From an optimization exercise on the open Yosys and OpenROAD flow, aimed at small area and few clock cycles; shortcuts taken in it are not production practice.
The RTL was checked by simulation tests, not by an equivalence proof against the original design.
Power and IR drop assume default switching activity.

==> flow/design.v (outline; a module is shown in full before it is edited, if it fits) <==
// module wtsd_mac: 671 lines
// module wtsd_sqlt: 100 lines
// module wtsd_wsum: 132 lines
// module windowed_temperature_stability_detector_top: 176 lines
module windowed_temperature_stability_detector_top (
  input  wire                clk,
  input  wire                rst_n,
  input  wire                cfg_we,
  input  wire  [1:0]         cfg_index,
  input  wire  [15:0]        cfg_wdata,
  input  wire                in_valid,
  output logic               in_stall,
  input  wire                in_command,
  input  wire  signed [15:0] in_temperature,
  output logic               out_valid,
  input  wire                out_stall,
  output logic               out_stable,
  output logic signed [15:0] out_stable_temperature,
  output logic signed [15:0] out_window_mean,
  output logic               out_window_full,
  output logic               out_near_setpoint,
  output logic               out_low_spread
);
  // ...
==> flow/run.sh <==
#!/bin/bash
# synth_recipe.tcl (not shown) runs the flow's synth.tcl, then flattens the netlist and writes it again
# the make line also repeats each setting of config.mk as NAME=value (left out here)
make -C /OpenROAD-flow-scripts/flow DESIGN_CONFIG=/design/flow/config.mk WORK_HOME=/design/flow/orfs CLKGATE_MAP_FILE= SYNTH_SCRIPT=/design/flow/synth_recipe.tcl finish
==> flow/config.mk <==
export PLATFORM = sky130hd
export DESIGN_NAME = windowed_temperature_stability_detector_top
export DESIGN_NICKNAME = windowed_temperature_stability_detector_top
export VERILOG_FILES = /design/flow/design.v
export SDC_FILE = /design/flow/constraint.sdc
export NUM_CORES = 4
export LEC_CHECK = 0
export CAP_MARGIN = 20
export CORE_MARGIN = 2
export CORE_UTILIZATION = 40
export SLEW_MARGIN = 20
==> flow/constraint.sdc <==
create_clock -name core_clock -period 8.5 [get_ports {clk}]
set_input_delay 1.7000 -clock core_clock [delete_from_list [all_inputs] [get_ports {clk}]]
set_output_delay 1.7000 -clock core_clock [all_outputs]
set_load 0.01 [all_outputs]
==> impl_metrics.csv, run 1 <==
group,metric,value,unit
placed_design,dp_hpwl,74800,um
detailed_routing,ant_nets,0,
outcome,status,"timing/DRC/antenna clean",
cts,cts_root_buffer,"clkbuf_16",
setup_path,r2r-end,"spr_r[30]",
logic_synthesis,synthesis.area,33400,um^2
pwr,top_power_group,"combinational logic",
cells_and_area,multiInputGateArea,21700,um^2
setup_path,endpoint,"out_stable_temperature[12]",
grt,grtUsageMet3,3.61,%
pwr,p_total,11000,uW
sta,fin_crit,8.11,ns
pwr,swShare,46.0,%
logic_synthesis,synth_adder_area_share,24.8,%
cells_and_area,fill_cells,8101,
grt,grt_use_met1,31.5,%
grt,gr-total-overflow,0,
logic_synthesis,yosys.area_share.xor_xnor,4.27,%
detailed_routing,drt_pass1_iterations,10,
grt,grt_max_degree,59,
detailed_routing,wl_met1,43700,um
setup_path,slowest_stage,"clkdlybuf4s50_1",
grt,grt_busiest_layer,"met2",
cells_and_area,n_all_inverters,424,
detailed_routing,drt-wirelength-per-cell,19.6,um
logic_synthesis,synth-compound-area-share,18.7,%
setup_path,crit_fanout,16,
sta,fin_crit_sh,95.4,%
detailed_routing,top_layer,"met5",
cells_and_area,antenna_cells,0,
grt,grt_pass1_wl,156000,um
cells_and_area,n_all_buffers,163,
floorplanning,die_x,293,um
Testbench counts, summed over its fixed seeds: cycles 24,016.
==> run 2, diff against run 1 <==
--- a/flow/design.v
+++ b/flow/design.v
@@ -684,9 +684,254 @@
   wire m426 = (m280 & m348) | (m280 & m349) | (m348 & m349);
   wire m427 = 1'b1 ^ m350 ^ m351;
   wire m428 = (1'b1 & m350) | (1'b1 & m351) | (m350 & m351);
-  wire [37:0] sa = {m426, m424, m422, m420, m418, m416, m414, m412, m410, m408, m406, m404, m402, m400, m398, m396, m394, m392, m390, m388, m386, m384, m382, m380, m378, m376, m374, m372, m370, m368, m366, m364, m362, m360, m358, m356, m354, d[0]};
-  wire [37:0] sb = {m427, m425, m423, m421, m419, m417, m415, m413, m411, m409, m407, m405, m403, m401, m399, m397, m395, m393, m391, m389, m387, m385, m383, m381, m379, m377, m375, m373, m371, m369, m367, m365, m363, m361, m359, m357, m355, m353};
-  assign p = sa + sb;
+  wire fp0 = d[0] ^ m353;
+  wire fg0 = d[0] & m353;
+  wire fp1 = m354 ^ m355;
+  wire fg1 = m354 & m355;
+  wire fp2 = m356 ^ m357;
+  wire fg2 = m356 & m357;
+  wire fp3 = m358 ^ m359;
+  wire fg3 = m358 & m359;
+  wire fp4 = m360 ^ m361;
+  wire fg4 = m360 & m361;
+  wire fp5 = m362 ^ m363;
+  wire fg5 = m362 & m363;
+  wire fp6 = m364 ^ m365;
+  wire fg6 = m364 & m365;
+  wire fp7 = m366 ^ m367;
+  wire fg7 = m366 & m367;
+  wire fp8 = m368 ^ m369;
+  wire fg8 = m368 & m369;
+  wire fp9 = m370 ^ m371;
+  wire fg9 = m370 & m371;
+  wire fp10 = m372 ^ m373;
+  wire fg10 = m372 & m373;
+  wire fp11 = m374 ^ m375;
+  wire fg11 = m374 & m375;
+  wire fp12 = m376 ^ m377;
+  wire fg12 = m376 & m377;
+  wire fp13 = m378 ^ m379;
+  wire fg13 = m378 & m379;
+  wire fp14 = m380 ^ m381;
+  wire fg14 = m380 & m381;
+  wire fp15 = m382 ^ m383;
+  wire fg15 = m382 & m383;
+  wire fp16 = m384 ^ m385;
+  wire fg16 = m384 & m385;
+  wire fp17 = m386 ^ m387;
+  wire fg17 = m386 & m387;
+  wire fp18 = m388 ^ m389;
+  wire fg18 = m388 & m389;
+  wire fp19 = m390 ^ m391;
+  wire fg19 = m390 & m391;
+  wire fp20 = m392 ^ m393;
+  wire fg20 = m392 & m393;
+  wire fp21 = m394 ^ m395;
+  wire fg21 = m394 & m395;
+  wire fp22 = m396 ^ m397;
+  wire fg22 = m396 & m397;
+  wire fp23 = m398 ^ m399;
+  wire fg23 = m398 & m399;
+  wire fp24 = m400 ^ m401;
+  wire fg24 = m400 & m401;
+  wire fp25 = m402 ^ m403;
+  wire fg25 = m402 & m403;
+  wire fp26 = m404 ^ m405;
+  wire fg26 = m404 & m405;
+  wire fp27 = m406 ^ m407;
+  wire fg27 = m406 & m407;
+  wire fp28 = m408 ^ m409;
+  wire fg28 = m408 & m409;
+  wire fp29 = m410 ^ m411;
+  wire fg29 = m410 & m411;
+  wire fp30 = m412 ^ m413;
+  wire fg30 = m412 & m413;
+  wire fp31 = m414 ^ m415;
+  wire fg31 = m414 & m415;
+  wire fp32 = m416 ^ m417;
+  wire fg32 = m416 & m417;
+  wire fp33 = m418 ^ m419;
+  wire fg33 = m418 & m419;
+  wire fp34 = m420 ^ m421;
+  wire fg34 = m420 & m421;
+  wire fp35 = m422 ^ m423;
+  wire fg35 = m422 & m423;
+  wire fp36 = m424 ^ m425;
+  wire fg36 = m424 & m425;
+  wire fp37 = m426 ^ m427;
+  wire fg37 = m426 & m427;
+  wire fG1 = fg1 | (fp1 & fg0);
+  wire fP1 = fp1 & fp0;
+  wire fG2 = fg3 | (fp3 & fg2);
+  wire fP2 = fp3 & fp2;
+  wire fG3 = fg5 | (fp5 & fg4);
+  wire fP3 = fp5 & fp4;
+  wire fG4 = fg7 | (fp7 & fg6);
+  wire fP4 = fp7 & fp6;
+  wire fG5 = fg9 | (fp9 & fg8);
+  wire fP5 = fp9 & fp8;
+  wire fG6 = fg11 | (fp11 & fg10);
+  wire fP6 = fp11 & fp10;
+  wire fG7 = fg13 | (fp13 & fg12);
+  wire fP7 = fp13 & fp12;
+  wire fG8 = fg15 | (fp15 & fg14);
+  wire fP8 = fp15 & fp14;
+  wire fG9 = fg17 | (fp17 & fg16);
+  wire fP9 = fp17 & fp16;
+  wire fG10 = fg19 | (fp19 & fg18);
+  wire fP10 = fp19 & fp18;
+  wire fG11 = fg21 | (fp21 & fg20);
+  wire fP11 = fp21 & fp20;
+  wire fG12 = fg23 | (fp23 & fg22);
+  wire fP12 = fp23 & fp22;
+  wire fG13 = fg25 | (fp25 & fg24);
+  wire fP13 = fp25 & fp24;
+  wire fG14 = fg27 | (fp27 & fg26);
+  wire fP14 = fp27 & fp26;
+  wire fG15 = fg29 | (fp29 & fg28);
+  wire fP15 = fp29 & fp28;
+  wire fG16 = fg31 | (fp31 & fg30);
+  wire fP16 = fp31 & fp30;
+  wire fG17 = fg33 | (fp33 & fg32);
+  wire fP17 = fp33 & fp32;
+  wire fG18 = fg35 | (fp35 & fg34);
+  wire fP18 = fp35 & fp34;
+  wire fG19 = fg37 | (fp37 & fg36);
+  wire fP19 = fp37 & fp36;
+  wire fG20 = fG2 | (fP2 & fG1);
+  wire fP20 = fP2 & fP1;
+  wire fG21 = fG4 | (fP4 & fG3);
+  wire fP21 = fP4 & fP3;
+  wire fG22 = fG6 | (fP6 & fG5);
+  wire fP22 = fP6 & fP5;
+  wire fG23 = fG8 | (fP8 & fG7);
+  wire fP23 = fP8 & fP7;
+  wire fG24 = fG10 | (fP10 & fG9);
+  wire fP24 = fP10 & fP9;
+  wire fG25 = fG12 | (fP12 & fG11);
+  wire fP25 = fP12 & fP11;
+  wire fG26 = fG14 | (fP14 & fG13);
+  wire fP26 = fP14 & fP13;
+  wire fG27 = fG16 | (fP16 & fG15);
+  wire fP27 = fP16 & fP15;
+  wire fG28 = fG18 | (fP18 & fG17);
+  wire fP28 = fP18 & fP17;
+  wire fG29 = fG21 | (fP21 & fG20);
+  wire fP29 = fP21 & fP20;
+  wire fG30 = fG23 | (fP23 & fG22);
+  wire fP30 = fP23 & fP22;
+  wire fG31 = fG25 | (fP25 & fG24);
+  wire fP31 = fP25 & fP24;
+  wire fG32 = fG27 | (fP27 & fG26);
+  wire fP32 = fP27 & fP26;
+  wire fG33 = fG30 | (fP30 & fG29);
+  wire fP33 = fP30 & fP29;
+  wire fG34 = fG32 | (fP32 & fG31);
+  wire fP34 = fP32 & fP31;
+  wire fG35 = fG34 | (fP34 & fG33);
+  wire fP35 = fP34 & fP33;
+  wire fG36 = fG31 | (fP31 & fG33);
+  wire fP36 = fP31 & fP33;
+  wire fG37 = fG22 | (fP22 & fG29);
+  wire fP37 = fP22 & fP29;
+  wire fG38 = fG24 | (fP24 & fG33);
+  wire fP38 = fP24 & fP33;
+  wire fG39 = fG26 | (fP26 & fG36);
+  wire fP39 = fP26 & fP36;
+  wire fG40 = fG28 | (fP28 & fG35);
+  wire fP40 = fP28 & fP35;
+  wire fG41 = fG3 | (fP3 & fG20);
+  wire fP41 = fP3 & fP20;
+  wire fG42 = fG5 | (fP5 & fG29);
+  wire fP42 = fP5 & fP29;
+  wire fG43 = fG7 | (fP7 & fG37);
+  wire fP43 = fP7 & fP37;
+  wire fG44 = fG9 | (fP9 & fG33);
+  wire fP44 = fP9 & fP33;
+  wire fG45 = fG11 | (fP11 & fG38);
+  wire fP45 = fP11 & fP38;
+  wire fG46 = fG13 | (fP13 & fG36);
+  wire fP46 = fP13 & fP36;
+  wire fG47 = fG15 | (fP15 & fG39);
+  wire fP47 = fP15 & fP39;
+  wire fG48 = fG17 | (fP17 & fG35);
+  wire fP48 = fP17 & fP35;
+  wire fG49 = fG19 | (fP19 & fG40);
+  wire fP49 = fP19 & fP40;
+  wire fG50 = fg2 | (fp2 & fG1);
+  wire fP50 = fp2 & fP1;
+  wire fG51 = fg4 | (fp4 & fG20);
+  wire fP51 = fp4 & fP20;
+  wire fG52 = fg6 | (fp6 & fG41);
+  wire fP52 = fp6 & fP41;
+  wire fG53 = fg8 | (fp8 & fG29);
+  wire fP53 = fp8 & fP29;
+  wire fG54 = fg10 | (fp10 & fG42);
+  wire fP54 = fp10 & fP42;
+  wire fG55 = fg12 | (fp12 & fG37);
+  wire fP55 = fp12 & fP37;
+  wire fG56 = fg14 | (fp14 & fG43);
+  wire fP56 = fp14 & fP43;
+  wire fG57 = fg16 | (fp16 & fG33);
+  wire fP57 = fp16 & fP33;
+  wire fG58 = fg18 | (fp18 & fG44);
+  wire fP58 = fp18 & fP44;
+  wire fG59 = fg20 | (fp20 & fG38);
+  wire fP59 = fp20 & fP38;
+  wire fG60 = fg22 | (fp22 & fG45);
+  wire fP60 = fp22 & fP45;
+  wire fG61 = fg24 | (fp24 & fG36);
+  wire fP61 = fp24 & fP36;
+  wire fG62 = fg26 | (fp26 & fG46);
+  wire fP62 = fp26 & fP46;
+  wire fG63 = fg28 | (fp28 & fG39);
+  wire fP63 = fp28 & fP39;
+  wire fG64 = fg30 | (fp30 & fG47);
+  wire fP64 = fp30 & fP47;
+  wire fG65 = fg32 | (fp32 & fG35);
+  wire fP65 = fp32 & fP35;
+  wire fG66 = fg34 | (fp34 & fG48);
+  wire fP66 = fp34 & fP48;
+  wire fG67 = fg36 | (fp36 & fG40);
+  wire fP67 = fp36 & fP40;
+  assign p[0] = fp0;
+  assign p[1] = fp1 ^ fg0;
+  assign p[2] = fp2 ^ fG1;
+  assign p[3] = fp3 ^ fG50;
+  assign p[4] = fp4 ^ fG20;
+  assign p[5] = fp5 ^ fG51;
+  assign p[6] = fp6 ^ fG41;
+  assign p[7] = fp7 ^ fG52;
+  assign p[8] = fp8 ^ fG29;
+  assign p[9] = fp9 ^ fG53;
+  assign p[10] = fp10 ^ fG42;
+  assign p[11] = fp11 ^ fG54;
+  assign p[12] = fp12 ^ fG37;
+  assign p[13] = fp13 ^ fG55;
+  assign p[14] = fp14 ^ fG43;
+  assign p[15] = fp15 ^ fG56;
+  assign p[16] = fp16 ^ fG33;
+  assign p[17] = fp17 ^ fG57;
+  assign p[18] = fp18 ^ fG44;
+  assign p[19] = fp19 ^ fG58;
+  assign p[20] = fp20 ^ fG38;
+  assign p[21] = fp21 ^ fG59;
+  assign p[22] = fp22 ^ fG45;
+  assign p[23] = fp23 ^ fG60;
+  assign p[24] = fp24 ^ fG36;
+  assign p[25] = fp25 ^ fG61;
+  assign p[26] = fp26 ^ fG46;
+  assign p[27] = fp27 ^ fG62;
+  assign p[28] = fp28 ^ fG39;
+  assign p[29] = fp29 ^ fG63;
+  assign p[30] = fp30 ^ fG47;
+  assign p[31] = fp31 ^ fG64;
+  assign p[32] = fp32 ^ fG35;
+  assign p[33] = fp33 ^ fG65;
+  assign p[34] = fp34 ^ fG48;
+  assign p[35] = fp35 ^ fG66;
+  assign p[36] = fp36 ^ fG40;
+  assign p[37] = fp37 ^ fG67;
 endmodule
 module wtsd_sqlt (
   input  wire [9:0] t,
@@ -783,9 +1028,138 @@
   wire q88 = ((t[7] & t[9]) & ~a[17]) | ((t[7] & t[9]) & q56) | (~a[17] & q56);
   wire q89 = (t[8] & t[9]) ^ t[9] ^ ~a[18];
   wire q90 = ((t[8] & t[9]) & t[9]) | ((t[8] & t[9]) & ~a[18]) | (t[9] & ~a[18]);
-  wire [20:0] sa = {1'b0, ~a[19], q88, q86, q84, q82, q80, q78, q76, q74, q72, q70, q68, q66, q64, q62, q60, q58, ~a[2], ~a[1], t[0]};
-  wire [20:0] sb = {1'b0, q90, q89, q87, q85, q83, q81, q79, q77, q75, q73, q71, q69, q67, q65, q63, q61, q59, q57, 1'b0, ~a[0]};
-  wire [20:0] sm = sa + sb;
+  wire fp0 = t[0] ^ ~a[0];
+  wire fg0 = t[0] & ~a[0];
+  wire fp1 = ~a[1] ^ 1'b0;
+  wire fg1 = ~a[1] & 1'b0;
+  wire fp2 = ~a[2] ^ q57;
+  wire fg2 = ~a[2] & q57;
+  wire fp3 = q58 ^ q59;
+  wire fg3 = q58 & q59;
+  wire fp4 = q60 ^ q61;
+  wire fg4 = q60 & q61;
+  wire fp5 = q62 ^ q63;
+  wire fg5 = q62 & q63;
+  wire fp6 = q64 ^ q65;
+  wire fg6 = q64 & q65;
+  wire fp7 = q66 ^ q67;
+  wire fg7 = q66 & q67;
+  wire fp8 = q68 ^ q69;
+  wire fg8 = q68 & q69;
+  wire fp9 = q70 ^ q71;
+  wire fg9 = q70 & q71;
+  wire fp10 = q72 ^ q73;
+  wire fg10 = q72 & q73;
+  wire fp11 = q74 ^ q75;
+  wire fg11 = q74 & q75;
+  wire fp12 = q76 ^ q77;
+  wire fg12 = q76 & q77;
+  wire fp13 = q78 ^ q79;
+  wire fg13 = q78 & q79;
+  wire fp14 = q80 ^ q81;
+  wire fg14 = q80 & q81;
+  wire fp15 = q82 ^ q83;
+  wire fg15 = q82 & q83;
+  wire fp16 = q84 ^ q85;
+  wire fg16 = q84 & q85;
+  wire fp17 = q86 ^ q87;
+  wire fg17 = q86 & q87;
+  wire fp18 = q88 ^ q89;
+  wire fg18 = q88 & q89;
+  wire fp19 = ~a[19] ^ q90;
+  wire fg19 = ~a[19] & q90;
+  wire fp20 = 1'b0 ^ 1'b0;
+  wire fg20 = 1'b0 & 1'b0;
+  wire fG1 = fg1 | (fp1 & fg0);
+  wire fP1 = fp1 & fp0;
+  wire fG2 = fg3 | (fp3 & fg2);
+  wire fP2 = fp3 & fp2;
+  wire fG3 = fg5 | (fp5 & fg4);
+  wire fP3 = fp5 & fp4;
+  wire fG4 = fg7 | (fp7 & fg6);
+  wire fP4 = fp7 & fp6;
+  wire fG5 = fg9 | (fp9 & fg8);
+  wire fP5 = fp9 & fp8;
+  wire fG6 = fg11 | (fp11 & fg10);
+  wire fP6 = fp11 & fp10;
+  wire fG7 = fg13 | (fp13 & fg12);
+  wire fP7 = fp13 & fp12;
+  wire fG8 = fg15 | (fp15 & fg14);
+  wire fP8 = fp15 & fp14;
+  wire fG9 = fg17 | (fp17 & fg16);
+  wire fP9 = fp17 & fp16;
+  wire fG10 = fg19 | (fp19 & fg18);
+  wire fP10 = fp19 & fp18;
+  wire fG11 = fG2 | (fP2 & fG1);
+  wire fP11 = fP2 & fP1;
+  wire fG12 = fG4 | (fP4 & fG3);
+  wire fP12 = fP4 & fP3;
+  wire fG13 = fG6 | (fP6 & fG5);
+  wire fP13 = fP6 & fP5;
+  wire fG14 = fG8 | (fP8 & fG7);
+  wire fP14 = fP8 & fP7;
+  wire fG15 = fG10 | (fP10 & fG9);
+  wire fP15 = fP10 & fP9;
+  wire fG16 = fG12 | (fP12 & fG11);
+  wire fP16 = fP12 & fP11;
+  wire fG17 = fG14 | (fP14 & fG13);
+  wire fP17 = fP14 & fP13;
+  wire fG18 = fG17 | (fP17 & fG16);
+  wire fP18 = fP17 & fP16;
+  wire fG19 = fG13 | (fP13 & fG16);
+  wire fP19 = fP13 & fP16;
+  wire fG20 = fG15 | (fP15 & fG18);
+  wire fP20 = fP15 & fP18;
+  wire fG21 = fG3 | (fP3 & fG11);
+  wire fP21 = fP3 & fP11;
+  wire fG22 = fG5 | (fP5 & fG16);
+  wire fP22 = fP5 & fP16;
+  wire fG23 = fG7 | (fP7 & fG19);
+  wire fP23 = fP7 & fP19;
+  wire fG24 = fG9 | (fP9 & fG18);
+  wire fP24 = fP9 & fP18;
+  wire fG25 = fg2 | (fp2 & fG1);
+  wire fP25 = fp2 & fP1;
+  wire fG26 = fg4 | (fp4 & fG11);
+  wire fP26 = fp4 & fP11;
+  wire fG27 = fg6 | (fp6 & fG21);
+  wire fP27 = fp6 & fP21;
+  wire fG28 = fg8 | (fp8 & fG16);
+  wire fP28 = fp8 & fP16;
+  wire fG29 = fg10 | (fp10 & fG22);
+  wire fP29 = fp10 & fP22;
+  wire fG30 = fg12 | (fp12 & fG19);
+  wire fP30 = fp12 & fP19;
+  wire fG31 = fg14 | (fp14 & fG23);
+  wire fP31 = fp14 & fP23;
+  wire fG32 = fg16 | (fp16 & fG18);
+  wire fP32 = fp16 & fP18;
+  wire fG33 = fg18 | (fp18 & fG24);
+  wire fP33 = fp18 & fP24;
+  wire fG34 = fg20 | (fp20 & fG20);
+  wire fP34 = fp20 & fP20;
+  wire [20:0] sm;
+  assign sm[0] = fp0;
+  assign sm[1] = fp1 ^ fg0;
+  assign sm[2] = fp2 ^ fG1;
+  assign sm[3] = fp3 ^ fG25;
+  assign sm[4] = fp4 ^ fG11;
+  assign sm[5] = fp5 ^ fG26;
+  assign sm[6] = fp6 ^ fG21;
+  assign sm[7] = fp7 ^ fG27;
+  assign sm[8] = fp8 ^ fG16;
+  assign sm[9] = fp9 ^ fG28;
+  assign sm[10] = fp10 ^ fG22;
+  assign sm[11] = fp11 ^ fG29;
+  assign sm[12] = fp12 ^ fG19;
+  assign sm[13] = fp13 ^ fG30;
+  assign sm[14] = fp14 ^ fG23;
+  assign sm[15] = fp15 ^ fG31;
+  assign sm[16] = fp16 ^ fG18;
+  assign sm[17] = fp17 ^ fG32;
+  assign sm[18] = fp18 ^ fG24;
+  assign sm[19] = fp19 ^ fG33;
+  assign sm[20] = fp20 ^ fG20;
   assign lt = sm[20];
 endmodule
 module wtsd_wsum (
@@ -916,9 +1290,715 @@
   wire v120 = (v33 & v74) | (v33 & v75) | (v74 & v75);
   wire v121 = v35 ^ v76 ^ v77;
   wire v122 = (v35 & v76) | (v35 & v77) | (v76 & v77);
-  wire [21:0] sa = {v120, v118, v116, v114, v112, v110, v108, v106, v104, v102, v100, v98, v96, v94, v92, v90, v88, v86, v84, v82, v80, 1'b1};
-  wire [21:0] sb = {v121, v119, v117, v115, v113, v111, v109, v107, v105, v103, v101, v99, v97, v95, v93, v91, v89, v87, v85, v83, v81, v79};
-  assign w = sa + sb;
+  wire fp0 = 1'b1 ^ v79;
+  wire fg0 = 1'b1 & v79;
+  wire fp1 = v80 ^ v81;
+  wire fg1 = v80 & v81;
+  wire fp2 = v82 ^ v83;
+  wire fg2 = v82 & v83;
+  wire fp3 = v84 ^ v85;
+  wire fg3 = v84 & v85;
+  wire fp4 = v86 ^ v87;
+  wire fg4 = v86 & v87;
+  wire fp5 = v88 ^ v89;
+  wire fg5 = v88 & v89;
+  wire fp6 = v90 ^ v91;
+  wire fg6 = v90 & v91;
+  wire fp7 = v92 ^ v93;
+  wire fg7 = v92 & v93;
+  wire fp8 = v94 ^ v95;
+  wire fg8 = v94 & v95;
+  wire fp9 = v96 ^ v97;
+  wire fg9 = v96 & v97;
+  wire fp10 = v98 ^ v99;
+  wire fg10 = v98 & v99;
+  wire fp11 = v100 ^ v101;
+  wire fg11 = v100 & v101;
+  wire fp12 = v102 ^ v103;
+  wire fg12 = v102 & v103;
+  wire fp13 = v104 ^ v105;
+  wire fg13 = v104 & v105;
+  wire fp14 = v106 ^ v107;
+  wire fg14 = v106 & v107;
+  wire fp15 = v108 ^ v109;
+  wire fg15 = v108 & v109;
+  wire fp16 = v110 ^ v111;
+  wire fg16 = v110 & v111;
+  wire fp17 = v112 ^ v113;
+  wire fg17 = v112 & v113;
+  wire fp18 = v114 ^ v115;
+  wire fg18 = v114 & v115;
+  wire fp19 = v116 ^ v117;
+  wire fg19 = v116 & v117;
+  wire fp20 = v118 ^ v119;
+  wire fg20 = v118 & v119;
+  wire fp21 = v120 ^ v121;
+  wire fg21 = v120 & v121;
+  wire fG1 = fg1 | (fp1 & fg0);
+  wire fP1 = fp1 & fp0;
+  wire fG2 = fg3 | (fp3 & fg2);
+  wire fP2 = fp3 & fp2;
+  wire fG3 = fg5 | (fp5 & fg4);
+  wire fP3 = fp5 & fp4;
+  wire fG4 = fg7 | (fp7 & fg6);
+  wire fP4 = fp7 & fp6;
+  wire fG5 = fg9 | (fp9 & fg8);
+  wire fP5 = fp9 & fp8;
+  wire fG6 = fg11 | (fp11 & fg10);
+  wire fP6 = fp11 & fp10;
+  wire fG7 = fg13 | (fp13 & fg12);
+  wire fP7 = fp13 & fp12;
+  wire fG8 = fg15 | (fp15 & fg14);
+  wire fP8 = fp15 & fp14;
+  wire fG9 = fg17 | (fp17 & fg16);
+  wire fP9 = fp17 & fp16;
+  wire fG10 = fg19 | (fp19 & fg18);
+  wire fP10 = fp19 & fp18;
+  wire fG11 = fg21 | (fp21 & fg20);
+  wire fP11 = fp21 & fp20;
+  wire fG12 = fG2 | (fP2 & fG1);
+  wire fP12 = fP2 & fP1;
+  wire fG13 = fG4 | (fP4 & fG3);
+  wire fP13 = fP4 & fP3;
+  wire fG14 = fG6 | (fP6 & fG5);
+  wire fP14 = fP6 & fP5;
+  wire fG15 = fG8 | (fP8 & fG7);
+  wire fP15 = fP8 & fP7;
+  wire fG16 = fG10 | (fP10 & fG9);
+  wire fP16 = fP10 & fP9;
+  wire fG17 = fG13 | (fP13 & fG12);
+  wire fP17 = fP13 & fP12;
+  wire fG18 = fG15 | (fP15 & fG14);
+  wire fP18 = fP15 & fP14;
+  wire fG19 = fG18 | (fP18 & fG17);
+  wire fP19 = fP18 & fP17;
+  wire fG20 = fG14 | (fP14 & fG17);
+  wire fP20 = fP14 & fP17;
+  wire fG21 = fG16 | (fP16 & fG19);
+  wire fP21 = fP16 & fP19;
+  wire fG22 = fG3 | (fP3 & fG12);
+  wire fP22 = fP3 & fP12;
+  wire fG23 = fG5 | (fP5 & fG17);
+  wire fP23 = fP5 & fP17;
+  wire fG24 = fG7 | (fP7 & fG20);
+  wire fP24 = fP7 & fP20;
+  wire fG25 = fG9 | (fP9 & fG19);
+  wire fP25 = fP9 & fP19;
+  wire fG26 = fG11 | (fP11 & fG21);
+  wire fP26 = fP11 & fP21;
+  wire fG27 = fg2 | (fp2 & fG1);
+  wire fP27 = fp2 & fP1;
+  wire fG28 = fg4 | (fp4 & fG12);
+  wire fP28 = fp4 & fP12;
+  wire fG29 = fg6 | (fp6 & fG22);
+  wire fP29 = fp6 & fP22;
+  wire fG30 = fg8 | (fp8 & fG17);
+  wire fP30 = fp8 & fP17;
+  wire fG31 = fg10 | (fp10 & fG23);
+  wire fP31 = fp10 & fP23;
+  wire fG32 = fg12 | (fp12 & fG20);
+  wire fP32 = fp12 & fP20;
+  wire fG33 = fg14 | (fp14 & fG24);
+  wire fP33 = fp14 & fP24;
+  wire fG34 = fg16 | (fp16 & fG19);
+  wire fP34 = fp16 & fP19;
+  wire fG35 = fg18 | (fp18 & fG25);
+  wire fP35 = fp18 & fP25;
+  wire fG36 = fg20 | (fp20 & fG21);
+  wire fP36 = fp20 & fP21;
+  assign w[0] = fp0;
+  assign w[1] = fp1 ^ fg0;
+  assign w[2] = fp2 ^ fG1;
+  assign w[3] = fp3 ^ fG27;
+  assign w[4] = fp4 ^ fG12;
+  assign w[5] = fp5 ^ fG28;
+  assign w[6] = fp6 ^ fG22;
+  assign w[7] = fp7 ^ fG29;
+  assign w[8] = fp8 ^ fG17;
+  assign w[9] = fp9 ^ fG30;
+  assign w[10] = fp10 ^ fG23;
+  assign w[11] = fp11 ^ fG31;
+  assign w[12] = fp12 ^ fG20;
+  assign w[13] = fp13 ^ fG32;
+  assign w[14] = fp14 ^ fG24;
+  assign w[15] = fp15 ^ fG33;
+  assign w[16] = fp16 ^ fG19;
+  assign w[17] = fp17 ^ fG34;
+  assign w[18] = fp18 ^ fG25;
+  assign w[19] = fp19 ^ fG35;
+  assign w[20] = fp20 ^ fG21;
+  assign w[21] = fp21 ^ fG36;
+endmodule
+module wtsd_sub17 (
+  input  wire [15:0] a,
+  input  wire [15:0] b,
+  output wire [16:0] d
+);
+  wire kp0 = a[0] ^ ~b[0];
+  wire kg0 = a[0] & ~b[0];
+  wire kp1 = a[1] ^ ~b[1];
+  wire kg1 = a[1] & ~b[1];
+  wire kp2 = a[2] ^ ~b[2];
+  wire kg2 = a[2] & ~b[2];
+  wire kp3 = a[3] ^ ~b[3];
+  wire kg3 = a[3] & ~b[3];
+  wire kp4 = a[4] ^ ~b[4];
+  wire kg4 = a[4] & ~b[4];
+  wire kp5 = a[5] ^ ~b[5];
+  wire kg5 = a[5] & ~b[5];
+  wire kp6 = a[6] ^ ~b[6];
+  wire kg6 = a[6] & ~b[6];
+  wire kp7 = a[7] ^ ~b[7];
+  wire kg7 = a[7] & ~b[7];
+  wire kp8 = a[8] ^ ~b[8];
+  wire kg8 = a[8] & ~b[8];
+  wire kp9 = a[9] ^ ~b[9];
+  wire kg9 = a[9] & ~b[9];
+  wire kp10 = a[10] ^ ~b[10];
+  wire kg10 = a[10] & ~b[10];
+  wire kp11 = a[11] ^ ~b[11];
+  wire kg11 = a[11] & ~b[11];
+  wire kp12 = a[12] ^ ~b[12];
+  wire kg12 = a[12] & ~b[12];
+  wire kp13 = a[13] ^ ~b[13];
+  wire kg13 = a[13] & ~b[13];
+  wire kp14 = a[14] ^ ~b[14];
+  wire kg14 = a[14] & ~b[14];
+  wire kp15 = a[15] ^ ~b[15];
+  wire kg15 = a[15] & ~b[15];
+  wire kp16 = a[15] ^ ~b[15];
+  wire kg16 = a[15] & ~b[15];
+  wire kc0 = kg0 | (kp0 & 1'b1);
+  wire kG1 = kg1 | (kp1 & kc0);
+  wire kP1 = kp1 & kp0;
+  wire kG2 = kg3 | (kp3 & kg2);
+  wire kP2 = kp3 & kp2;
+  wire kG3 = kg5 | (kp5 & kg4);
+  wire kP3 = kp5 & kp4;
+  wire kG4 = kg7 | (kp7 & kg6);
+  wire kP4 = kp7 & kp6;
+  wire kG5 = kg9 | (kp9 & kg8);
+  wire kP5 = kp9 & kp8;
+  wire kG6 = kg11 | (kp11 & kg10);
+  wire kP6 = kp11 & kp10;
+  wire kG7 = kg13 | (kp13 & kg12);
+  wire kP7 = kp13 & kp12;
+  wire kG8 = kg15 | (kp15 & kg14);
+  wire kP8 = kp15 & kp14;
+  wire kG9 = kG2 | (kP2 & kG1);
+  wire kP9 = kP2 & kP1;
+  wire kG10 = kG4 | (kP4 & kG3);
+  wire kP10 = kP4 & kP3;
+  wire kG11 = kG6 | (kP6 & kG5);
+  wire kP11 = kP6 & kP5;
+  wire kG12 = kG8 | (kP8 & kG7);
+  wire kP12 = kP8 & kP7;
+  wire kG13 = kG10 | (kP10 & kG9);
+  wire kP13 = kP10 & kP9;
+  wire kG14 = kG12 | (kP12 & kG11);
+  wire kP14 = kP12 & kP11;
+  wire kG15 = kG14 | (kP14 & kG13);
+  wire kP15 = kP14 & kP13;
+  wire kG16 = kG11 | (kP11 & kG13);
+  wire kP16 = kP11 & kP13;
+  wire kG17 = kG3 | (kP3 & kG9);
+  wire kP17 = kP3 & kP9;
+  wire kG18 = kG5 | (kP5 & kG13);
+  wire kP18 = kP5 & kP13;
+  wire kG19 = kG7 | (kP7 & kG16);
+  wire kP19 = kP7 & kP16;
+  wire kG20 = kg2 | (kp2 & kG1);
+  wire kP20 = kp2 & kP1;
+  wire kG21 = kg4 | (kp4 & kG9);
+  wire kP21 = kp4 & kP9;
+  wire kG22 = kg6 | (kp6 & kG17);
+  wire kP22 = kp6 & kP17;
+  wire kG23 = kg8 | (kp8 & kG13);
+  wire kP23 = kp8 & kP13;
+  wire kG24 = kg10 | (kp10 & kG18);
+  wire kP24 = kp10 & kP18;
+  wire kG25 = kg12 | (kp12 & kG16);
+  wire kP25 = kp12 & kP16;
+  wire kG26 = kg14 | (kp14 & kG19);
+  wire kP26 = kp14 & kP19;
+  wire kG27 = kg16 | (kp16 & kG15);
+  wire kP27 = kp16 & kP15;
+  assign d[0] = kp0 ^ 1'b1;
+  assign d[1] = kp1 ^ kc0;
+  assign d[2] = kp2 ^ kG1;
+  assign d[3] = kp3 ^ kG20;
+  assign d[4] = kp4 ^ kG9;
+  assign d[5] = kp5 ^ kG21;
+  assign d[6] = kp6 ^ kG17;
+  assign d[7] = kp7 ^ kG22;
+  assign d[8] = kp8 ^ kG13;
+  assign d[9] = kp9 ^ kG23;
+  assign d[10] = kp10 ^ kG18;
+  assign d[11] = kp11 ^ kG24;
+  assign d[12] = kp12 ^ kG16;
+  assign d[13] = kp13 ^ kG25;
+  assign d[14] = kp14 ^ kG19;
+  assign d[15] = kp15 ^ kG26;
+  assign d[16] = kp16 ^ kG15;
+endmodule
+module wtsd_add20 (
+  input  wire [19:0] a,
+  input  wire [16:0] b,
+  output wire [19:0] s
+);
+  wire kp0 = a[0] ^ b[0];
+  wire kg0 = a[0] & b[0];
+  wire kp1 = a[1] ^ b[1];
+  wire kg1 = a[1] & b[1];
+  wire kp2 = a[2] ^ b[2];
+  wire kg2 = a[2] & b[2];
+  wire kp3 = a[3] ^ b[3];
+  wire kg3 = a[3] & b[3];
+  wire kp4 = a[4] ^ b[4];
+  wire kg4 = a[4] & b[4];
+  wire kp5 = a[5] ^ b[5];
+  wire kg5 = a[5] & b[5];
+  wire kp6 = a[6] ^ b[6];
+  wire kg6 = a[6] & b[6];
+  wire kp7 = a[7] ^ b[7];
+  wire kg7 = a[7] & b[7];
+  wire kp8 = a[8] ^ b[8];
+  wire kg8 = a[8] & b[8];
+  wire kp9 = a[9] ^ b[9];
+  wire kg9 = a[9] & b[9];
+  wire kp10 = a[10] ^ b[10];
+  wire kg10 = a[10] & b[10];
+  wire kp11 = a[11] ^ b[11];
+  wire kg11 = a[11] & b[11];
+  wire kp12 = a[12] ^ b[12];
+  wire kg12 = a[12] & b[12];
+  wire kp13 = a[13] ^ b[13];
+  wire kg13 = a[13] & b[13];
+  wire kp14 = a[14] ^ b[14];
+  wire kg14 = a[14] & b[14];
+  wire kp15 = a[15] ^ b[15];
+  wire kg15 = a[15] & b[15];
+  wire kp16 = a[16] ^ b[16];
+  wire kg16 = a[16] & b[16];
+  wire kp17 = a[17] ^ b[16];
+  wire kg17 = a[17] & b[16];
+  wire kp18 = a[18] ^ b[16];
+  wire kg18 = a[18] & b[16];
+  wire kp19 = a[19] ^ b[16];
+  wire kg19 = a[19] & b[16];
+  wire kG1 = kg1 | (kp1 & kg0);
+  wire kP1 = kp1 & kp0;
+  wire kG2 = kg3 | (kp3 & kg2);
+  wire kP2 = kp3 & kp2;
+  wire kG3 = kg5 | (kp5 & kg4);
+  wire kP3 = kp5 & kp4;
+  wire kG4 = kg7 | (kp7 & kg6);
+  wire kP4 = kp7 & kp6;
+  wire kG5 = kg9 | (kp9 & kg8);
+  wire kP5 = kp9 & kp8;
+  wire kG6 = kg11 | (kp11 & kg10);
+  wire kP6 = kp11 & kp10;
+  wire kG7 = kg13 | (kp13 & kg12);
+  wire kP7 = kp13 & kp12;
+  wire kG8 = kg15 | (kp15 & kg14);
+  wire kP8 = kp15 & kp14;
+  wire kG9 = kg17 | (kp17 & kg16);
+  wire kP9 = kp17 & kp16;
+  wire kG10 = kg19 | (kp19 & kg18);
+  wire kP10 = kp19 & kp18;
+  wire kG11 = kG2 | (kP2 & kG1);
+  wire kP11 = kP2 & kP1;
+  wire kG12 = kG4 | (kP4 & kG3);
+  wire kP12 = kP4 & kP3;
+  wire kG13 = kG6 | (kP6 & kG5);
+  wire kP13 = kP6 & kP5;
+  wire kG14 = kG8 | (kP8 & kG7);
+  wire kP14 = kP8 & kP7;
+  wire kG15 = kG10 | (kP10 & kG9);
+  wire kP15 = kP10 & kP9;
+  wire kG16 = kG12 | (kP12 & kG11);
+  wire kP16 = kP12 & kP11;
+  wire kG17 = kG14 | (kP14 & kG13);
+  wire kP17 = kP14 & kP13;
+  wire kG18 = kG17 | (kP17 & kG16);
+  wire kP18 = kP17 & kP16;
+  wire kG19 = kG13 | (kP13 & kG16);
+  wire kP19 = kP13 & kP16;
+  wire kG20 = kG15 | (kP15 & kG18);
+  wire kP20 = kP15 & kP18;
+  wire kG21 = kG3 | (kP3 & kG11);
+  wire kP21 = kP3 & kP11;
+  wire kG22 = kG5 | (kP5 & kG16);
+  wire kP22 = kP5 & kP16;
+  wire kG23 = kG7 | (kP7 & kG19);
+  wire kP23 = kP7 & kP19;
+  wire kG24 = kG9 | (kP9 & kG18);
+  wire kP24 = kP9 & kP18;
+  wire kG25 = kg2 | (kp2 & kG1);
+  wire kP25 = kp2 & kP1;
+  wire kG26 = kg4 | (kp4 & kG11);
+  wire kP26 = kp4 & kP11;
+  wire kG27 = kg6 | (kp6 & kG21);
+  wire kP27 = kp6 & kP21;
+  wire kG28 = kg8 | (kp8 & kG16);
+  wire kP28 = kp8 & kP16;
+  wire kG29 = kg10 | (kp10 & kG22);
+  wire kP29 = kp10 & kP22;
+  wire kG30 = kg12 | (kp12 & kG19);
+  wire kP30 = kp12 & kP19;
+  wire kG31 = kg14 | (kp14 & kG23);
+  wire kP31 = kp14 & kP23;
+  wire kG32 = kg16 | (kp16 & kG18);
+  wire kP32 = kp16 & kP18;
+  wire kG33 = kg18 | (kp18 & kG24);
+  wire kP33 = kp18 & kP24;
+  assign s[0] = kp0;
+  assign s[1] = kp1 ^ kg0;
+  assign s[2] = kp2 ^ kG1;
+  assign s[3] = kp3 ^ kG25;
+  assign s[4] = kp4 ^ kG11;
+  assign s[5] = kp5 ^ kG26;
+  assign s[6] = kp6 ^ kG21;
+  assign s[7] = kp7 ^ kG27;
+  assign s[8] = kp8 ^ kG16;
+  assign s[9] = kp9 ^ kG28;
+  assign s[10] = kp10 ^ kG22;
+  assign s[11] = kp11 ^ kG29;
+  assign s[12] = kp12 ^ kG19;
+  assign s[13] = kp13 ^ kG30;
+  assign s[14] = kp14 ^ kG23;
+  assign s[15] = kp15 ^ kG31;
+  assign s[16] = kp16 ^ kG18;
+  assign s[17] = kp17 ^ kG32;
+  assign s[18] = kp18 ^ kG24;
+  assign s[19] = kp19 ^ kG33;
+endmodule
+module wtsd_near (
+  input  wire [15:0] m,
+  input  wire [15:0] sp,
+  input  wire [9:0] thr,
+  input  wire f,
+  output wire hi,
+  output wire lo
+);
+  wire ht1 = m[1] ^ ~sp[1];
+  wire ht2 = m[1] & ~sp[1];
+  wire ht3 = m[2] ^ ~sp[2];
+  wire ht4 = m[2] & ~sp[2];
+  wire ht5 = m[3] ^ ~sp[3];
+  wire ht6 = m[3] & ~sp[3];
+  wire ht7 = m[4] ^ ~sp[4];
+  wire ht8 = m[4] & ~sp[4];
+  wire ht9 = m[5] ^ ~sp[5];
+  wire ht10 = m[5] & ~sp[5];
+  wire ht11 = m[6] ^ ~sp[6];
+  wire ht12 = m[6] & ~sp[6];
+  wire ht13 = m[7] ^ ~sp[7];
+  wire ht14 = m[7] & ~sp[7];
+  wire ht15 = m[8] ^ ~sp[8];
+  wire ht16 = m[8] & ~sp[8];
+  wire ht17 = m[9] ^ ~sp[9];
+  wire ht18 = m[9] & ~sp[9];
+  wire ht19 = m[10] ^ ~sp[10];
+  wire ht20 = m[10] & ~sp[10];
+  wire ht21 = m[11] ^ ~sp[11];
+  wire ht22 = m[11] & ~sp[11];
+  wire ht23 = m[12] ^ ~sp[12];
+  wire ht24 = m[12] & ~sp[12];
+  wire ht25 = m[13] ^ ~sp[13];
+  wire ht26 = m[13] & ~sp[13];
+  wire ht27 = m[14] ^ ~sp[14];
+  wire ht28 = m[14] & ~sp[14];
+  wire ht29 = m[15] ^ ~sp[15];
+  wire ht30 = m[15] & ~sp[15];
+  wire ht31 = m[15] ^ ~sp[15];
+  wire ht32 = m[15] & ~sp[15];
+  wire ht33 = m[15] ^ ~sp[15];
+  wire ht34 = m[15] & ~sp[15];
+  wire ht35 = m[0] ^ ~sp[0];
+  wire ht36 = m[0] & ~sp[0];
+  wire ht37 = ~thr[1] ^ 1'b1 ^ ht1;
+  wire ht38 = (~thr[1] & 1'b1) | (~thr[1] & ht1) | (1'b1 & ht1);
+  wire ht39 = ~thr[2] ^ ht2 ^ ht3;
+  wire ht40 = (~thr[2] & ht2) | (~thr[2] & ht3) | (ht2 & ht3);
+  wire ht41 = ~thr[3] ^ ht4 ^ ht5;
+  wire ht42 = (~thr[3] & ht4) | (~thr[3] & ht5) | (ht4 & ht5);
+  wire ht43 = ~thr[4] ^ ht6 ^ ht7;
+  wire ht44 = (~thr[4] & ht6) | (~thr[4] & ht7) | (ht6 & ht7);
+  wire ht45 = ~thr[5] ^ ht8 ^ ht9;
+  wire ht46 = (~thr[5] & ht8) | (~thr[5] & ht9) | (ht8 & ht9);
+  wire ht47 = ~thr[6] ^ ht10 ^ ht11;
+  wire ht48 = (~thr[6] & ht10) | (~thr[6] & ht11) | (ht10 & ht11);
+  wire ht49 = ~thr[7] ^ ht12 ^ ht13;
+  wire ht50 = (~thr[7] & ht12) | (~thr[7] & ht13) | (ht12 & ht13);
+  wire ht51 = ~thr[8] ^ ht14 ^ ht15;
+  wire ht52 = (~thr[8] & ht14) | (~thr[8] & ht15) | (ht14 & ht15);
+  wire ht53 = ~thr[9] ^ ht16 ^ ht17;
+  wire ht54 = (~thr[9] & ht16) | (~thr[9] & ht17) | (ht16 & ht17);
+  wire ht55 = 1'b1 ^ ht18 ^ ht19;
+  wire ht56 = (1'b1 & ht18) | (1'b1 & ht19) | (ht18 & ht19);
+  wire ht57 = 1'b1 ^ ht20 ^ ht21;
+  wire ht58 = (1'b1 & ht20) | (1'b1 & ht21) | (ht20 & ht21);
+  wire ht59 = 1'b1 ^ ht22 ^ ht23;
+  wire ht60 = (1'b1 & ht22) | (1'b1 & ht23) | (ht22 & ht23);
+  wire ht61 = 1'b1 ^ ht24 ^ ht25;
+  wire ht62 = (1'b1 & ht24) | (1'b1 & ht25) | (ht24 & ht25);
+  wire ht63 = 1'b1 ^ ht26 ^ ht27;
+  wire ht64 = (1'b1 & ht26) | (1'b1 & ht27) | (ht26 & ht27);
+  wire ht65 = 1'b1 ^ ht28 ^ ht29;
+  wire ht66 = (1'b1 & ht28) | (1'b1 & ht29) | (ht28 & ht29);
+  wire ht67 = 1'b1 ^ ht30 ^ ht31;
+  wire ht68 = (1'b1 & ht30) | (1'b1 & ht31) | (ht30 & ht31);
+  wire ht69 = 1'b1 ^ ht32 ^ ht33;
+  wire ht70 = (1'b1 & ht32) | (1'b1 & ht33) | (ht32 & ht33);
+  wire hkp0 = ~thr[0] ^ ht35;
+  wire hkg0 = ~thr[0] & ht35;
+  wire hkp1 = ht36 ^ ht37;
+  wire hkg1 = ht36 & ht37;
+  wire hkp2 = ht38 ^ ht39;
+  wire hkg2 = ht38 & ht39;
+  wire hkp3 = ht40 ^ ht41;
+  wire hkg3 = ht40 & ht41;
+  wire hkp4 = ht42 ^ ht43;
+  wire hkg4 = ht42 & ht43;
+  wire hkp5 = ht44 ^ ht45;
+  wire hkg5 = ht44 & ht45;
+  wire hkp6 = ht46 ^ ht47;
+  wire hkg6 = ht46 & ht47;
+  wire hkp7 = ht48 ^ ht49;
+  wire hkg7 = ht48 & ht49;
+  wire hkp8 = ht50 ^ ht51;
+  wire hkg8 = ht50 & ht51;
+  wire hkp9 = ht52 ^ ht53;
+  wire hkg9 = ht52 & ht53;
+  wire hkp10 = ht54 ^ ht55;
+  wire hkg10 = ht54 & ht55;
+  wire hkp11 = ht56 ^ ht57;
+  wire hkg11 = ht56 & ht57;
+  wire hkp12 = ht58 ^ ht59;
+  wire hkg12 = ht58 & ht59;
+  wire hkp13 = ht60 ^ ht61;
+  wire hkg13 = ht60 & ht61;
+  wire hkp14 = ht62 ^ ht63;
+  wire hkg14 = ht62 & ht63;
+  wire hkp15 = ht64 ^ ht65;
+  wire hkg15 = ht64 & ht65;
+  wire hkp16 = ht66 ^ ht67;
+  wire hkg16 = ht66 & ht67;
+  wire hkp17 = ht68 ^ ht69;
+  wire hkg17 = ht68 & ht69;
+  wire hkG1 = hkg1 | (hkp1 & hkg0);
+  wire hkP1 = hkp1 & hkp0;
+  wire hkG2 = hkg3 | (hkp3 & hkg2);
+  wire hkP2 = hkp3 & hkp2;
+  wire hkG3 = hkg5 | (hkp5 & hkg4);
+  wire hkP3 = hkp5 & hkp4;
+  wire hkG4 = hkg7 | (hkp7 & hkg6);
+  wire hkP4 = hkp7 & hkp6;
+  wire hkG5 = hkg9 | (hkp9 & hkg8);
+  wire hkP5 = hkp9 & hkp8;
+  wire hkG6 = hkg11 | (hkp11 & hkg10);
+  wire hkP6 = hkp11 & hkp10;
+  wire hkG7 = hkg13 | (hkp13 & hkg12);
+  wire hkP7 = hkp13 & hkp12;
+  wire hkG8 = hkg15 | (hkp15 & hkg14);
+  wire hkP8 = hkp15 & hkp14;
+  wire hkG9 = hkg17 | (hkp17 & hkg16);
+  wire hkP9 = hkp17 & hkp16;
+  wire hkG10 = hkG2 | (hkP2 & hkG1);
+  wire hkP10 = hkP2 & hkP1;
+  wire hkG11 = hkG4 | (hkP4 & hkG3);
+  wire hkP11 = hkP4 & hkP3;
+  wire hkG12 = hkG6 | (hkP6 & hkG5);
+  wire hkP12 = hkP6 & hkP5;
+  wire hkG13 = hkG8 | (hkP8 & hkG7);
+  wire hkP13 = hkP8 & hkP7;
+  wire hkG14 = hkG11 | (hkP11 & hkG10);
+  wire hkP14 = hkP11 & hkP10;
+  wire hkG15 = hkG13 | (hkP13 & hkG12);
+  wire hkP15 = hkP13 & hkP12;
+  wire hkG16 = hkG15 | (hkP15 & hkG14);
+  wire hkP16 = hkP15 & hkP14;
+  wire hkG17 = hkG12 | (hkP12 & hkG14);
+  wire hkP17 = hkP12 & hkP14;
+  wire hkG18 = hkG3 | (hkP3 & hkG10);
+  wire hkP18 = hkP3 & hkP10;
+  wire hkG19 = hkG5 | (hkP5 & hkG14);
+  wire hkP19 = hkP5 & hkP14;
+  wire hkG20 = hkG7 | (hkP7 & hkG17);
+  wire hkP20 = hkP7 & hkP17;
+  wire hkG21 = hkG9 | (hkP9 & hkG16);
+  wire hkP21 = hkP9 & hkP16;
+  wire hkG22 = hkg2 | (hkp2 & hkG1);
+  wire hkP22 = hkp2 & hkP1;
+  wire hkG23 = hkg4 | (hkp4 & hkG10);
+  wire hkP23 = hkp4 & hkP10;
+  wire hkG24 = hkg6 | (hkp6 & hkG18);
+  wire hkP24 = hkp6 & hkP18;
+  wire hkG25 = hkg8 | (hkp8 & hkG14);
+  wire hkP25 = hkp8 & hkP14;
+  wire hkG26 = hkg10 | (hkp10 & hkG19);
+  wire hkP26 = hkp10 & hkP19;
+  wire hkG27 = hkg12 | (hkp12 & hkG17);
+  wire hkP27 = hkp12 & hkP17;
+  wire hkG28 = hkg14 | (hkp14 & hkG20);
+  wire hkP28 = hkp14 & hkP20;
+  wire hkG29 = hkg16 | (hkp16 & hkG16);
+  wire hkP29 = hkp16 & hkP16;
+  wire hsign = hkp17 ^ hkG29;
+  wire lt1 = m[0] ^ ~sp[0];
+  wire lt2 = m[0] & ~sp[0];
+  wire lt3 = m[1] ^ ~sp[1];
+  wire lt4 = m[1] & ~sp[1];
+  wire lt5 = m[2] ^ ~sp[2];
+  wire lt6 = m[2] & ~sp[2];
+  wire lt7 = m[3] ^ ~sp[3];
+  wire lt8 = m[3] & ~sp[3];
+  wire lt9 = m[4] ^ ~sp[4];
+  wire lt10 = m[4] & ~sp[4];
+  wire lt11 = m[5] ^ ~sp[5];
+  wire lt12 = m[5] & ~sp[5];
+  wire lt13 = m[6] ^ ~sp[6];
+  wire lt14 = m[6] & ~sp[6];
+  wire lt15 = m[7] ^ ~sp[7];
+  wire lt16 = m[7] & ~sp[7];
+  wire lt17 = m[8] ^ ~sp[8];
+  wire lt18 = m[8] & ~sp[8];
+  wire lt19 = m[9] ^ ~sp[9];
+  wire lt20 = m[9] & ~sp[9];
+  wire lt21 = thr[0] ^ f;
+  wire lt22 = thr[0] & f;
+  wire lt23 = thr[1] ^ lt2 ^ lt3;
+  wire lt24 = (thr[1] & lt2) | (thr[1] & lt3) | (lt2 & lt3);
+  wire lt25 = thr[2] ^ lt4 ^ lt5;
+  wire lt26 = (thr[2] & lt4) | (thr[2] & lt5) | (lt4 & lt5);
+  wire lt27 = thr[3] ^ lt6 ^ lt7;
+  wire lt28 = (thr[3] & lt6) | (thr[3] & lt7) | (lt6 & lt7);
+  wire lt29 = thr[4] ^ lt8 ^ lt9;
+  wire lt30 = (thr[4] & lt8) | (thr[4] & lt9) | (lt8 & lt9);
+  wire lt31 = thr[5] ^ lt10 ^ lt11;
+  wire lt32 = (thr[5] & lt10) | (thr[5] & lt11) | (lt10 & lt11);
+  wire lt33 = thr[6] ^ lt12 ^ lt13;
+  wire lt34 = (thr[6] & lt12) | (thr[6] & lt13) | (lt12 & lt13);
+  wire lt35 = thr[7] ^ lt14 ^ lt15;
+  wire lt36 = (thr[7] & lt14) | (thr[7] & lt15) | (lt14 & lt15);
+  wire lt37 = thr[8] ^ lt16 ^ lt17;
+  wire lt38 = (thr[8] & lt16) | (thr[8] & lt17) | (lt16 & lt17);
+  wire lt39 = thr[9] ^ lt18 ^ lt19;
+  wire lt40 = (thr[9] & lt18) | (thr[9] & lt19) | (lt18 & lt19);
+  wire lt41 = m[10] ^ ~sp[10] ^ lt20;
+  wire lt42 = (m[10] & ~sp[10]) | (m[10] & lt20) | (~sp[10] & lt20);
+  wire lt43 = m[11] ^ ~sp[11];
+  wire lt44 = m[11] & ~sp[11];
+  wire lt45 = m[12] ^ ~sp[12];
+  wire lt46 = m[12] & ~sp[12];
+  wire lt47 = m[13] ^ ~sp[13];
+  wire lt48 = m[13] & ~sp[13];
+  wire lt49 = m[14] ^ ~sp[14];
+  wire lt50 = m[14] & ~sp[14];
+  wire lt51 = m[15] ^ ~sp[15];
+  wire lt52 = m[15] & ~sp[15];
+  wire lt53 = m[15] ^ ~sp[15];
+  wire lt54 = m[15] & ~sp[15];
+  wire lt55 = m[15] ^ ~sp[15];
+  wire lt56 = m[15] & ~sp[15];
+  wire lkp0 = lt1 ^ lt21;
+  wire lkg0 = lt1 & lt21;
+  wire lkp1 = lt22 ^ lt23;
+  wire lkg1 = lt22 & lt23;
+  wire lkp2 = lt24 ^ lt25;
+  wire lkg2 = lt24 & lt25;
+  wire lkp3 = lt26 ^ lt27;
+  wire lkg3 = lt26 & lt27;
+  wire lkp4 = lt28 ^ lt29;
+  wire lkg4 = lt28 & lt29;
+  wire lkp5 = lt30 ^ lt31;
+  wire lkg5 = lt30 & lt31;
+  wire lkp6 = lt32 ^ lt33;
+  wire lkg6 = lt32 & lt33;
+  wire lkp7 = lt34 ^ lt35;
+  wire lkg7 = lt34 & lt35;
+  wire lkp8 = lt36 ^ lt37;
+  wire lkg8 = lt36 & lt37;
+  wire lkp9 = lt38 ^ lt39;
+  wire lkg9 = lt38 & lt39;
+  wire lkp10 = lt40 ^ lt41;
+  wire lkg10 = lt40 & lt41;
+  wire lkp11 = lt42 ^ lt43;
+  wire lkg11 = lt42 & lt43;
+  wire lkp12 = lt44 ^ lt45;
+  wire lkg12 = lt44 & lt45;
+  wire lkp13 = lt46 ^ lt47;
+  wire lkg13 = lt46 & lt47;
+  wire lkp14 = lt48 ^ lt49;
+  wire lkg14 = lt48 & lt49;
+  wire lkp15 = lt50 ^ lt51;
+  wire lkg15 = lt50 & lt51;
+  wire lkp16 = lt52 ^ lt53;
+  wire lkg16 = lt52 & lt53;
+  wire lkp17 = lt54 ^ lt55;
+  wire lkg17 = lt54 & lt55;
+  wire lkG1 = lkg1 | (lkp1 & lkg0);
+  wire lkP1 = lkp1 & lkp0;
+  wire lkG2 = lkg3 | (lkp3 & lkg2);
+  wire lkP2 = lkp3 & lkp2;
+  wire lkG3 = lkg5 | (lkp5 & lkg4);
+  wire lkP3 = lkp5 & lkp4;
+  wire lkG4 = lkg7 | (lkp7 & lkg6);
+  wire lkP4 = lkp7 & lkp6;
+  wire lkG5 = lkg9 | (lkp9 & lkg8);
+  wire lkP5 = lkp9 & lkp8;
+  wire lkG6 = lkg11 | (lkp11 & lkg10);
+  wire lkP6 = lkp11 & lkp10;
+  wire lkG7 = lkg13 | (lkp13 & lkg12);
+  wire lkP7 = lkp13 & lkp12;
+  wire lkG8 = lkg15 | (lkp15 & lkg14);
+  wire lkP8 = lkp15 & lkp14;
+  wire lkG9 = lkg17 | (lkp17 & lkg16);
+  wire lkP9 = lkp17 & lkp16;
+  wire lkG10 = lkG2 | (lkP2 & lkG1);
+  wire lkP10 = lkP2 & lkP1;
+  wire lkG11 = lkG4 | (lkP4 & lkG3);
+  wire lkP11 = lkP4 & lkP3;
+  wire lkG12 = lkG6 | (lkP6 & lkG5);
+  wire lkP12 = lkP6 & lkP5;
+  wire lkG13 = lkG8 | (lkP8 & lkG7);
+  wire lkP13 = lkP8 & lkP7;
+  wire lkG14 = lkG11 | (lkP11 & lkG10);
+  wire lkP14 = lkP11 & lkP10;
+  wire lkG15 = lkG13 | (lkP13 & lkG12);
+  wire lkP15 = lkP13 & lkP12;
+  wire lkG16 = lkG15 | (lkP15 & lkG14);
+  wire lkP16 = lkP15 & lkP14;
+  wire lkG17 = lkG12 | (lkP12 & lkG14);
+  wire lkP17 = lkP12 & lkP14;
+  wire lkG18 = lkG3 | (lkP3 & lkG10);
+  wire lkP18 = lkP3 & lkP10;
+  wire lkG19 = lkG5 | (lkP5 & lkG14);
+  wire lkP19 = lkP5 & lkP14;
+  wire lkG20 = lkG7 | (lkP7 & lkG17);
+  wire lkP20 = lkP7 & lkP17;
+  wire lkG21 = lkG9 | (lkP9 & lkG16);
+  wire lkP21 = lkP9 & lkP16;
+  wire lkG22 = lkg2 | (lkp2 & lkG1);
+  wire lkP22 = lkp2 & lkP1;
+  wire lkG23 = lkg4 | (lkp4 & lkG10);
+  wire lkP23 = lkp4 & lkP10;
+  wire lkG24 = lkg6 | (lkp6 & lkG18);
+  wire lkP24 = lkp6 & lkP18;
+  wire lkG25 = lkg8 | (lkp8 & lkG14);
+  wire lkP25 = lkp8 & lkP14;
+  wire lkG26 = lkg10 | (lkp10 & lkG19);
+  wire lkP26 = lkp10 & lkP19;
+  wire lkG27 = lkg12 | (lkp12 & lkG17);
+  wire lkP27 = lkp12 & lkP17;
+  wire lkG28 = lkg14 | (lkp14 & lkG20);
+  wire lkP28 = lkp14 & lkP20;
+  wire lkG29 = lkg16 | (lkp16 & lkG16);
+  wire lkP29 = lkp16 & lkP16;
+  wire lsign = lkp17 ^ lkG29;
+  assign hi = hsign;
+  assign lo = lsign;
 endmodule
 `default_nettype wire
 `timescale 1ns / 1ps
@@ -1011,15 +2091,27 @@
   wire        [21:0] w_n;
   wire        [37:0] spr_n;
   wire signed [16:0] u = push ? u_r : 17'sd0;
-  assign sum_n = (!rst_n || clear) ? 20'sd0 : sum_r + 20'(u);
+  wire        [19:0] sum_a;
+  wtsd_add20 u_add (
+    .a (sum_r),
+    .b (u),
+    .s (sum_a)
+  );
+  assign sum_n = (!rst_n || clear) ? 20'sd0 : sum_a;
   wtsd_wsum u_wsum (
     .x (x_n),
     .y (y_n),
     .s (sum_n),
     .w (w_n)
   );
+  wire        [16:0] u_n;
+  wtsd_sub17 u_sub (
+    .a (x_n),
+    .b (y_n),
+    .d (u_n)
+  );
   always_ff @(posedge clk) begin
-    u_r <= 17'(x_n) - 17'(y_n);
+    u_r <= u_n;
     w_r <= w_n;
   end
   wtsd_mac u_mac (
@@ -1035,15 +2127,22 @@
   end
   wire signed [15:0] mean = sum_r[19:4];
   wire               frac = |sum_r[3:0];
-  wire signed [17:0] e_hi = 18'(mean) - 18'(sp_r) - 18'(thr_r);
-  wire signed [17:0] e_lo = 18'(mean) - 18'(sp_r) + 18'(thr_r) + 18'(frac);
+  wire               n_hi, n_lo;
+  wtsd_near u_near (
+    .m   (mean),
+    .sp  (sp_r),
+    .thr (thr_r),
+    .f   (frac),
+    .hi  (n_hi),
+    .lo  (n_lo)
+  );
   wire               sq_lt;
   wtsd_sqlt u_sqlt (
     .t  (thr_r),
     .a  (spr_r[27:8]),
     .lt (sq_lt)
   );
-  wire near = full && e_hi[17] && (e_lo > 18'sd0);
+  wire near = full && n_hi && !n_lo;
   wire low  = full && (spr_r[37:28] == 10'd0) && sq_lt;
   logic        cand_r, stab_r;
   logic [11:0] dwl_r;
@@ -1056,17 +2155,16 @@
     stab_a = stab_r;
     dwl_a  = dwl_r;
     lat_a  = lat_r;
+    if (!cand_r)
+      dwl_a = '0;
+    else if (dwl_r != wtsd_pkg::DWELL_MAX)
+      dwl_a = dwl_r + 12'd1;
     if (empty) begin
       cand_a = 1'b0;
       stab_a = 1'b0;
-      dwl_a  = '0;
     end else if (full) begin
       if (near && low) begin
         cand_a = 1'b1;
-        if (!cand_r)
-          dwl_a = '0;
-        else if (dwl_r != wtsd_pkg::DWELL_MAX)
-          dwl_a = dwl_r + 12'd1;
         if (dwl_a >= dwc_r && !stab_r) begin
           stab_a = 1'b1;
           lat_a  = mean;
@@ -1074,7 +2172,6 @@
       end else begin
         cand_a = 1'b0;
         stab_a = 1'b0;
-        dwl_a  = '0;
       end
     end
   end
@@ -1082,15 +2179,16 @@
     if (!rst_n) begin
       cand_r <= 1'b0;
       stab_r <= 1'b0;
-      dwl_r  <= '0;
       lat_r  <= '0;
     end else if (handout) begin
       cand_r <= cand_a;
       stab_r <= stab_a;
-      dwl_r  <= dwl_a;
       lat_r  <= lat_a;
     end
   end
+  always_ff @(posedge clk) begin
+    if (handout) dwl_r <= dwl_a;
+  end
   assign out_valid              = valid_r;
   assign out_stable             = stab_a;
   assign out_stable_temperature = lat_a;
--- a/flow/config.mk
+++ b/flow/config.mk
@@ -5,7 +5,8 @@
 export SDC_FILE = /design/flow/constraint.sdc
 export NUM_CORES = 4
 export LEC_CHECK = 0
+export ABC_AREA = 1
 export CAP_MARGIN = 20
 export CORE_MARGIN = 2
-export CORE_UTILIZATION = 40
+export CORE_UTILIZATION = 65
 export SLEW_MARGIN = 20
==> run 2 against run 1 <==
Compared with the run above:
- flip-flop and latch count did not move
- critical path depth is 7 lower
- utilization is 29 points higher
- fmax shrank 0.31%
- register-to-register slack better by 0.11 ns
- area after synthesis fell by 12%
- clock skew down 0.019 ns
- hold slack improved by 0.030 ns
- combinational power rose by 37%
- die area down 45%
- final cell count decreased by 21%
- critical endpoint is now out_stable_temperature[3]
- highest routed layer unchanged
==> impl_metrics.csv, run 2 <==
group,metric,value,unit
outcome,status,"timing/DRC/antenna clean",
logic_synthesis,yosys.area_share.xor_xnor,6.80,%
cells_and_area,drive_gt1_share,6.13,%
cts,cts_made_buffers,45,
logic_synthesis,synth_common_cells,"inv_1 (754), dfxtp_1 (436), nand2_1 (401)",
detailed_routing,viasPerCell,5.44,
detailed_routing,drt_pass1_iterations,6,
sta,relSlewSlack,30.8,%
sta,fmax,0.123,GHz
cts,cts.sinks,449,
cells_and_area,largestRegisters,"ring (272), spr_r (38), w_r (22)",
logic_synthesis,synth_most_common_cell,"inv_1",
logic_synthesis,synth_warnings,2,
cts,hold_buffers,0,
logic_synthesis,synth_top_family_by_area,"adder cells",
pwr,p_per_area,398,nW/um^2
sta,fin_crit,8.14,ns
setup_path,cp.arrival,6.44,ns
cells_and_area,final_cell_area,32600,um^2
setup_path,cp.required,6.80,ns
sta,finalSetupViolCount,0,
cts,clk_path_buf_depth,3,
logic_synthesis,synth_edf_count,13,
detailed_routing,drtIter0Drc,1588,
logic_synthesis,synth-seq-cells,449,
sta,worst_pin_slew,1.03,ns
floorplanning,die_y,217,um
setup_path,start_kind,"register",
sta,finClkSkew,0.0255,ns
logic_synthesis,ys_async_sr_fraction,0,%
logic_synthesis,synth_top_area_share,29.7,%
cells_and_area,layout_common_cells,"inv_1 (754), dfxtp_1 (436), nand2_1 (399), fa_1 (314), ha_1 (227)",
placed_design,dp_hpwl,55200,um
cts,clkLatencyLatePin,0.60,ns
sta,rsz0062_at_grt,"no",
floorplanning,ios,78,
grt,antenna_found_initial,1,
sta,whs,0.320,ns
setup_path,crit_type,"reg2out",
setup_path,crit_fanout,17,
setup_path,r2r_slack,1.33,ns
sta,hold_viol_final,0,
setup_path,ff2ff_path_depth,37,
detailed_routing,drt-wirelength-per-cell,18.3,um
cts,h-tree-depth,2,
worst_hold_path,min-delay-start,"ring[11][4]",
pwr,ir_drop,348,uV
grt,track_usage,32.1,%
placed_design,place_area,30900,um^2
floorplanning,fp.dieArea,46900,um^2
worst_hold_path,hold_class,"reg2reg",
floorplanning,initial_core_util,66.1,%
setup_path,worstSetupStartpoint,"thr_r[7]",
pwr,power.leakage,0.0163,uW
cells_and_area,fin_nets,3959,
setup_path,cp-end-kind,"output port",
grt,grt_pass1_vias,22700,
cells_and_area,largest_register_ffs,272,
grt,gr-total-overflow,0,
logic_synthesis,synthMuxAreaShare,0,%
floorplanning,rows,77,
logic_synthesis,synth_adder_area_share,31.1,%
placed_design,io_buffers,77,
placed_design,gp_congestion,0.930,
cells_and_area,fin_util,73.4,%
detailed_routing,routed_wl,73300,um
sta,slew_viol_final,0,
cells_and_area,layout_commonest_cell,"inv_1",
cts,path_clk_slew,0.06,ns
logic_synthesis,synthTopCellsByArea,"dfxtp_1 (30%), fa_1 (21%), ha_1 (9.7%), inv_1 (9.6%), xor2_1 (5.9%)",
detailed_routing,ant_nets,0,
sta,fin_crit_sh,95.7,%
logic_synthesis,synthesis.area,29400,um^2
floorplanning,core_area,44400,um^2
pwr,p_total,13000,uW
cts,cts_tree,"built",
cells_and_area,antenna_cells,0,
logic_synthesis,postSynthAreaPerCell,8.90,um^2
grt,grt_pass1_wl,119000,um
logic_synthesis,syn_nets,3882,
detailed_routing,route.detailed.drc,0,
logic_synthesis,synth_cell_types,46,
sta,setup-tns-final,0,ns
logic_synthesis,syn_inst,3301,
logic_synthesis,synth-compound-area-share,9.08,%
cells_and_area,top_register,"ring",
grt,grt_max_degree,49,
job,maxCapViolations,0,
logic_synthesis,synthFlopType,"dfxtp_1",
floorplanning,die_x,217,um
logic_synthesis,yosys.area.top_type,"dfxtp_1",
worst_hold_path,min_path_cells,0,
cts,cts_root_buffer,"clkbuf_16",
logic_synthesis,ys_seq_area_share,31.0,%
logic_synthesis,synthSimpleGateAreaFrac,10.1,%
setup_path,reg2reg_from,"gap_r[0]",
detailed_routing,dr_total_vias,21800,
cells_and_area,syn_to_final_growth,11.0,%
-- run 2: layer usage --
layer | routed length [um] | GRT usage [%] | vias to the layer above
met3 | 4910 | 4.59 | 139
met1 | 30900 | 42.3 | 10600
met4 | 2180 | 10.9 | 2
met5 | 13 | 0 | -
li1 | - | - | 10300
met2 | 35300 | 54.7 | 789
-- run 2: power by group --
group | switching (uW) | total, uW | internal [uW]
clock network | 893 | 2100 | 1210
logic | 4720 | 8170 | 3450
registers | 213 | 2700 | 2480
-- run 2: cells by family (layout without fill, tap and decap cells) --
kind of cell / Yosys count / after routing
AOI/OAI and AO/OA: 462 / 462
xor gates and xnor gates: 228 / 228
adders and majority gates: 541 / 541
buffers and inverters: 906 / 1017
DFF: 449 / 449
and+or+nand+nor: 715 / 715
-- run 2: worst paths after layout --
| kind | end |
|---|---|
| worst max register to register | spr_r[37] |
| worst min-delay path | ring[12][4] |
| worst min register to register | ring[12][4] |
| worst max-delay path | out_stable_temperature[3] |
-- run 2: layout make-up --
cell class / count / area [um^2]
clock buffer: 57 / 1240
clock inverter: 24 / 342
fill: 3188 / 11800
inverter: 775 / 2910
multi-input combinational: 1946 / 16800
sequential: 449 / 9120
tap: 592 / 741
timing repair buffer: 161 / 1450
-- run 2: worst max-delay path, cell delays in order, from the launching register on --
cell	delay [ns]
dfxtp_1	0.70
nand2_1	0.19
fa_1	0.56
inv_1	0.05
fa_1	0.49
fa_1	0.44
ha_1	0.31
nand2_1	0.05
o21bai_1	0.16
a21oi_1	0.08
nand2_1	0.14
nand2_1	0.17
a21oi_2	0.75
nand4_1	0.83
nand2_1	0.32
nand2_1	0.10
clkdlybuf4s50_1	0.49
-- run 2: timing repair --
item / CTS / global route
resized for setup: 0 / 6
setup buffers: 0 / 3
endpoints found under the setup margin: 0 / 1
-- run 2: stage by stage --
stage          cells  setup slack [ns]
2_1_floorplan   3301             0.726
3_3_place_gp    3919           -0.0249
3_5_place_dp    3919            -0.191
4_1_cts         4000             0.386
5_1_grt         4004           0.00167
6_report        4004             0.363
Testbench counts of run 2, summed over its fixed seeds: cycles 24,016.
